Context: an optimization exercise on an open-source flow, tuned for small area and a short achievable clock period. The choices shown serve that exercise and are no tape-out recipe. Only simulation tests tie the RTL to the original design; equivalence was not proved.

before:
Design core_complex_fabric, start of the top module:
module core_complex_fabric
(
  input  logic     clk_i,
  input  logic     rst_ni,
  input  offload_pkg::acc_req_t acc_req_i,
  input  logic     acc_valid_i,
  output logic     acc_ready_o,
  output offload_pkg::acc_rsp_t acc_rsp_o,
  output logic     acc_rsp_valid_o,
  input  logic     acc_rsp_ready_i,
  output offload_pkg::acc_req_t fpu_req_o,
  output logic     fpu_valid_o,
  input  logic     fpu_ready_i,
  input  offload_pkg::acc_rsp_t fpu_rsp_i,
  input  logic     fpu_rsp_valid_i,
  output logic     fpu_rsp_ready_o,
  output offload_pkg::acc_req_t hive_req_o,
  output logic     hive_valid_o,
  input  logic     hive_ready_i,
  input  offload_pkg::acc_rsp_t hive_rsp_i,
  input  logic     hive_rsp_valid_i,
  output logic     hive_rsp_ready_o,
  input  offload_pkg::addr_t    tcdm_base_i,
  input  offload_pkg::mem_req_t core_req_i,
  input  logic     core_valid_i,
  output logic     core_ready_o,
  output offload_pkg::mem_rsp_t core_rsp_o,
  output logic     core_rsp_valid_o,
  output offload_pkg::mem_req_t tcdm_req_o,
  output logic     tcdm_valid_o,
  input  logic     tcdm_ready_i,
  input  offload_pkg::mem_rsp_t tcdm_rsp_i,
  input  logic     tcdm_rsp_valid_i,
  output logic     tcdm_rsp_ready_o,
  ...
export LEC_CHECK = 0
export ABC_AREA = 0
export CAP_MARGIN = 20
export CORE_MARGIN = 2
export CORE_UTILIZATION = 40
export SETUP_SLACK_MARGIN = 3.0
export SLEW_MARGIN = 20
create_clock -name core_clock -period 6.0 [get_ports {clk_i}]
standard.sh (not shown) runs the stock make flow with config.mk's settings and CLKGATE_MAP_FILE= SYNTH_SCRIPT=/design/flow/synth_recipe.tcl, a recipe that flattens the netlist after the stock synthesis.
==> flow/flow/run.sh <==
#!/bin/bash
# Standard ORFS layout (the standard.sh) with these changes:
#  - the small gate modules of the port-side TCDM window compare in
#    mem_route.sv are kept through technology mapping, so the compare
#    is mapped as the shallow tree the RTL spells out (the modules are
#    flattened again by the standard flow's synthesis script before the layout);
#  - the pins of each port-to-port path are kept next to each other;
#  - port buffers start as the smallest buffer (repair_timing upsizes
#    the ones on critical paths);
#  - CTS builds larger sink clusters without dummy loads.
set -euo pipefail
HERE=$(pwd)
export SYNTH_KEEP_MODULES="mr_xnor2 mr_inv mr_nand2 mr_nand3 mr_nand4 mr_and3 mr_nor2 mr_a22o mr_a31oi ar_ready"
export PRE_IO_PLACEMENT_TCL="$HERE/flow/io.tcl"
export BUFFER_PORTS_ARGS="-buffer_cell sky130_fd_sc_hd__buf_1"
export CTS_ARGS="-sink_clustering_enable -repair_clock_nets -dont_use_dummy_load -sink_clustering_size 24 -sink_clustering_max_diameter 150"
bash standard.sh > flow_make.log 2>&1
==> flow/flow/io.tcl <==
# Keep the pins of each port-to-port path next to each other
set_io_pin_constraint -group -order -pin_names {core_req_i[54] tcdm_base_i[17] core_req_i[55] tcdm_base_i[18] core_req_i[56] tcdm_base_i[19] core_req_i[57] tcdm_base_i[20] core_req_i[58] tcdm_base_i[21] core_req_i[59] tcdm_base_i[22] core_req_i[60] tcdm_base_i[23] tcdm_valid_o soc_valid_o core_ready_o core_valid_i tcdm_ready_i soc_ready_i core_req_i[61] tcdm_base_i[24] core_req_i[62] tcdm_base_i[25] core_req_i[63] tcdm_base_i[26] core_req_i[64] tcdm_base_i[27] core_req_i[65] tcdm_base_i[28] core_req_i[66] tcdm_base_i[29] core_req_i[67] tcdm_base_i[30] core_req_i[68] tcdm_base_i[31]}
set_io_pin_constraint -group -order -pin_names {tcdm_rsp_i[0] core_rsp_o[0] soc_rsp_i[0] tcdm_rsp_i[1] core_rsp_o[1] soc_rsp_i[1] tcdm_rsp_i[2] core_rsp_o[2] soc_rsp_i[2] tcdm_rsp_i[3] core_rsp_o[3] soc_rsp_i[3] tcdm_rsp_i[4] core_rsp_o[4] soc_rsp_i[4] tcdm_rsp_i[5] core_rsp_o[5] soc_rsp_i[5] tcdm_rsp_i[6] core_rsp_o[6] soc_rsp_i[6] tcdm_rsp_i[7] core_rsp_o[7] soc_rsp_i[7] tcdm_rsp_i[8] core_rsp_o[8] soc_rsp_i[8] tcdm_rsp_i[9] core_rsp_o[9] soc_rsp_i[9] tcdm_rsp_i[10] core_rsp_o[10] soc_rsp_i[10] tcdm_rsp_i[11] core_rsp_o[11] soc_rsp_i[11] tcdm_rsp_i[12] core_rsp_o[12] soc_rsp_i[12] tcdm_rsp_i[13] core_rsp_o[13] soc_rsp_i[13] tcdm_rsp_i[14] core_rsp_o[14] soc_rsp_i[14] tcdm_rsp_i[15] core_rsp_o[15] soc_rsp_i[15] tcdm_rsp_i[16] core_rsp_o[16] soc_rsp_i[16] tcdm_rsp_valid_i core_rsp_valid_o soc_rsp_valid_i tcdm_rsp_ready_o soc_rsp_ready_o tcdm_rsp_i[17] core_rsp_o[17] soc_rsp_i[17] tcdm_rsp_i[18] core_rsp_o[18] soc_rsp_i[18] tcdm_rsp_i[19] core_rsp_o[19] soc_rsp_i[19] tcdm_rsp_i[20] core_rsp_o[20] soc_rsp_i[20] tcdm_rsp_i[21] core_rsp_o[21] soc_rsp_i[21] tcdm_rsp_i[22] core_rsp_o[22] soc_rsp_i[22] tcdm_rsp_i[23] core_rsp_o[23] soc_rsp_i[23] tcdm_rsp_i[24] core_rsp_o[24] soc_rsp_i[24] tcdm_rsp_i[25] core_rsp_o[25] soc_rsp_i[25] tcdm_rsp_i[26] core_rsp_o[26] soc_rsp_i[26] tcdm_rsp_i[27] core_rsp_o[27] soc_rsp_i[27] tcdm_rsp_i[28] core_rsp_o[28] soc_rsp_i[28] tcdm_rsp_i[29] core_rsp_o[29] soc_rsp_i[29] tcdm_rsp_i[30] core_rsp_o[30] soc_rsp_i[30] tcdm_rsp_i[31] core_rsp_o[31] soc_rsp_i[31] tcdm_rsp_i[32] core_rsp_o[32] soc_rsp_i[32]}
set_io_pin_constraint -group -order -pin_names {fpu_rsp_valid_i fpu_rsp_ready_o acc_rsp_ready_i hive_rsp_ready_o hive_rsp_valid_i}
Input changes introduced in after (baseline for comparison: before):
# before
export LEC_CHECK = 0
export ABC_AREA = 0
export CAP_MARGIN = 20
export CORE_MARGIN = 2
export CORE_UTILIZATION = 40
export SETUP_SLACK_MARGIN = 3.0
export SLEW_MARGIN = 20
create_clock -name core_clock -period 6.0 [get_ports {clk_i}]
# after
export LEC_CHECK = 0
export ABC_AREA = 0
export CAP_MARGIN = 20
export CORE_MARGIN = 2
export CORE_UTILIZATION = 50
export SETUP_SLACK_MARGIN = 3.0
export SLEW_MARGIN = 20
create_clock -name core_clock -period 6.0 [get_ports {clk_i}]
==> flow/flow/io.tcl <==
# Keep the pins of each port-to-port path next to each other
set_io_pin_constraint -group -order -pin_names {tcdm_req_o[54] core_req_i[54] soc_req_o[54] tcdm_base_i[17] tcdm_req_o[55] core_req_i[55] soc_req_o[55] tcdm_base_i[18] tcdm_req_o[56] core_req_i[56] soc_req_o[56] tcdm_base_i[19] tcdm_req_o[57] core_req_i[57] soc_req_o[57] tcdm_base_i[20] tcdm_req_o[58] core_req_i[58] soc_req_o[58] tcdm_base_i[21] tcdm_req_o[59] core_req_i[59] soc_req_o[59] tcdm_base_i[22] tcdm_req_o[60] core_req_i[60] soc_req_o[60] tcdm_base_i[23] tcdm_valid_o soc_valid_o core_ready_o core_valid_i tcdm_ready_i soc_ready_i tcdm_req_o[61] core_req_i[61] soc_req_o[61] tcdm_base_i[24] tcdm_req_o[62] core_req_i[62] soc_req_o[62] tcdm_base_i[25] tcdm_req_o[63] core_req_i[63] soc_req_o[63] tcdm_base_i[26] tcdm_req_o[64] core_req_i[64] soc_req_o[64] tcdm_base_i[27] tcdm_req_o[65] core_req_i[65] soc_req_o[65] tcdm_base_i[28] tcdm_req_o[66] core_req_i[66] soc_req_o[66] tcdm_base_i[29] tcdm_req_o[67] core_req_i[67] soc_req_o[67] tcdm_base_i[30] tcdm_req_o[68] core_req_i[68] soc_req_o[68] tcdm_base_i[31]}
set_io_pin_constraint -group -order -pin_names {tcdm_rsp_i[0] core_rsp_o[0] soc_rsp_i[0] tcdm_rsp_i[1] core_rsp_o[1] soc_rsp_i[1] tcdm_rsp_i[2] core_rsp_o[2] soc_rsp_i[2] tcdm_rsp_i[3] core_rsp_o[3] soc_rsp_i[3] tcdm_rsp_i[4] core_rsp_o[4] soc_rsp_i[4] tcdm_rsp_i[5] core_rsp_o[5] soc_rsp_i[5] tcdm_rsp_i[6] core_rsp_o[6] soc_rsp_i[6] tcdm_rsp_i[7] core_rsp_o[7] soc_rsp_i[7] tcdm_rsp_i[8] core_rsp_o[8] soc_rsp_i[8] tcdm_rsp_i[9] core_rsp_o[9] soc_rsp_i[9] tcdm_rsp_i[10] core_rsp_o[10] soc_rsp_i[10] tcdm_rsp_i[11] core_rsp_o[11] soc_rsp_i[11] tcdm_rsp_i[12] core_rsp_o[12] soc_rsp_i[12] tcdm_rsp_i[13] core_rsp_o[13] soc_rsp_i[13] tcdm_rsp_i[14] core_rsp_o[14] soc_rsp_i[14] tcdm_rsp_i[15] core_rsp_o[15] soc_rsp_i[15] tcdm_rsp_i[16] core_rsp_o[16] soc_rsp_i[16] tcdm_rsp_valid_i core_rsp_valid_o soc_rsp_valid_i tcdm_rsp_ready_o soc_rsp_ready_o tcdm_rsp_i[17] core_rsp_o[17] soc_rsp_i[17] tcdm_rsp_i[18] core_rsp_o[18] soc_rsp_i[18] tcdm_rsp_i[19] core_rsp_o[19] soc_rsp_i[19] tcdm_rsp_i[20] core_rsp_o[20] soc_rsp_i[20] tcdm_rsp_i[21] core_rsp_o[21] soc_rsp_i[21] tcdm_rsp_i[22] core_rsp_o[22] soc_rsp_i[22] tcdm_rsp_i[23] core_rsp_o[23] soc_rsp_i[23] tcdm_rsp_i[24] core_rsp_o[24] soc_rsp_i[24] tcdm_rsp_i[25] core_rsp_o[25] soc_rsp_i[25] tcdm_rsp_i[26] core_rsp_o[26] soc_rsp_i[26] tcdm_rsp_i[27] core_rsp_o[27] soc_rsp_i[27] tcdm_rsp_i[28] core_rsp_o[28] soc_rsp_i[28] tcdm_rsp_i[29] core_rsp_o[29] soc_rsp_i[29] tcdm_rsp_i[30] core_rsp_o[30] soc_rsp_i[30] tcdm_rsp_i[31] core_rsp_o[31] soc_rsp_i[31] tcdm_rsp_i[32] core_rsp_o[32] soc_rsp_i[32]}
set_io_pin_constraint -group -order -pin_names {fpu_rsp_valid_i fpu_rsp_ready_o acc_rsp_ready_i hive_rsp_ready_o hive_rsp_valid_i}
==> comparison <==
Setup slack (higher): after. In terms of cell depth of the worst min-delay path, before and after differ only marginally. Compared with before, after shows placer's final routability congestion estimate that has gone down slightly. Relative to before, utilization has increased by 10 points in after. The lower fraction of met3 tracks used by global routing came out of before. Compared with before, after shows met1 track demand over resource higher by 9.6 points. The final cell count in before is 1.08 times that in after. Final cycle utilization of the critical path ends up higher on before.

==> afterwards: timing with drivers on the ports <==
How much do the figures lean on ideal ports? The routed layouts below were timed once more, with nothing changed but the port constraints.
Step 1, drivers: a clkbuf_16 drives clk_i and a buf_2 each remaining input, both assumed.
Step 2 also shifts input and output timing later by t, the mid clock arrival at the registers, as if the neighbouring blocks saw the same clock.
Three values: ideal ports, drivers, drivers and shift; two values: the first two.
run | t, ns | setup slack, ns | latest minus earliest clock arrival (ns) | worst register clock-pin slew, ns | worst slew at a driven data input, ns
before | 0.752 | 2.659 / 2.626 / 2.285 | 0.109 / 0.109 | 0.11 / 0.11 | 0.38
after | 0.707 | 2.716 / 2.682 / 2.313 | 0.078 / 0.079 | 0.11 / 0.11 | 0.69
After both steps setup and hold are still met in every run listed. For after, which loses most, drivers alone change the setup slack by -0.034 ns; drivers and shift together by -0.403 ns.
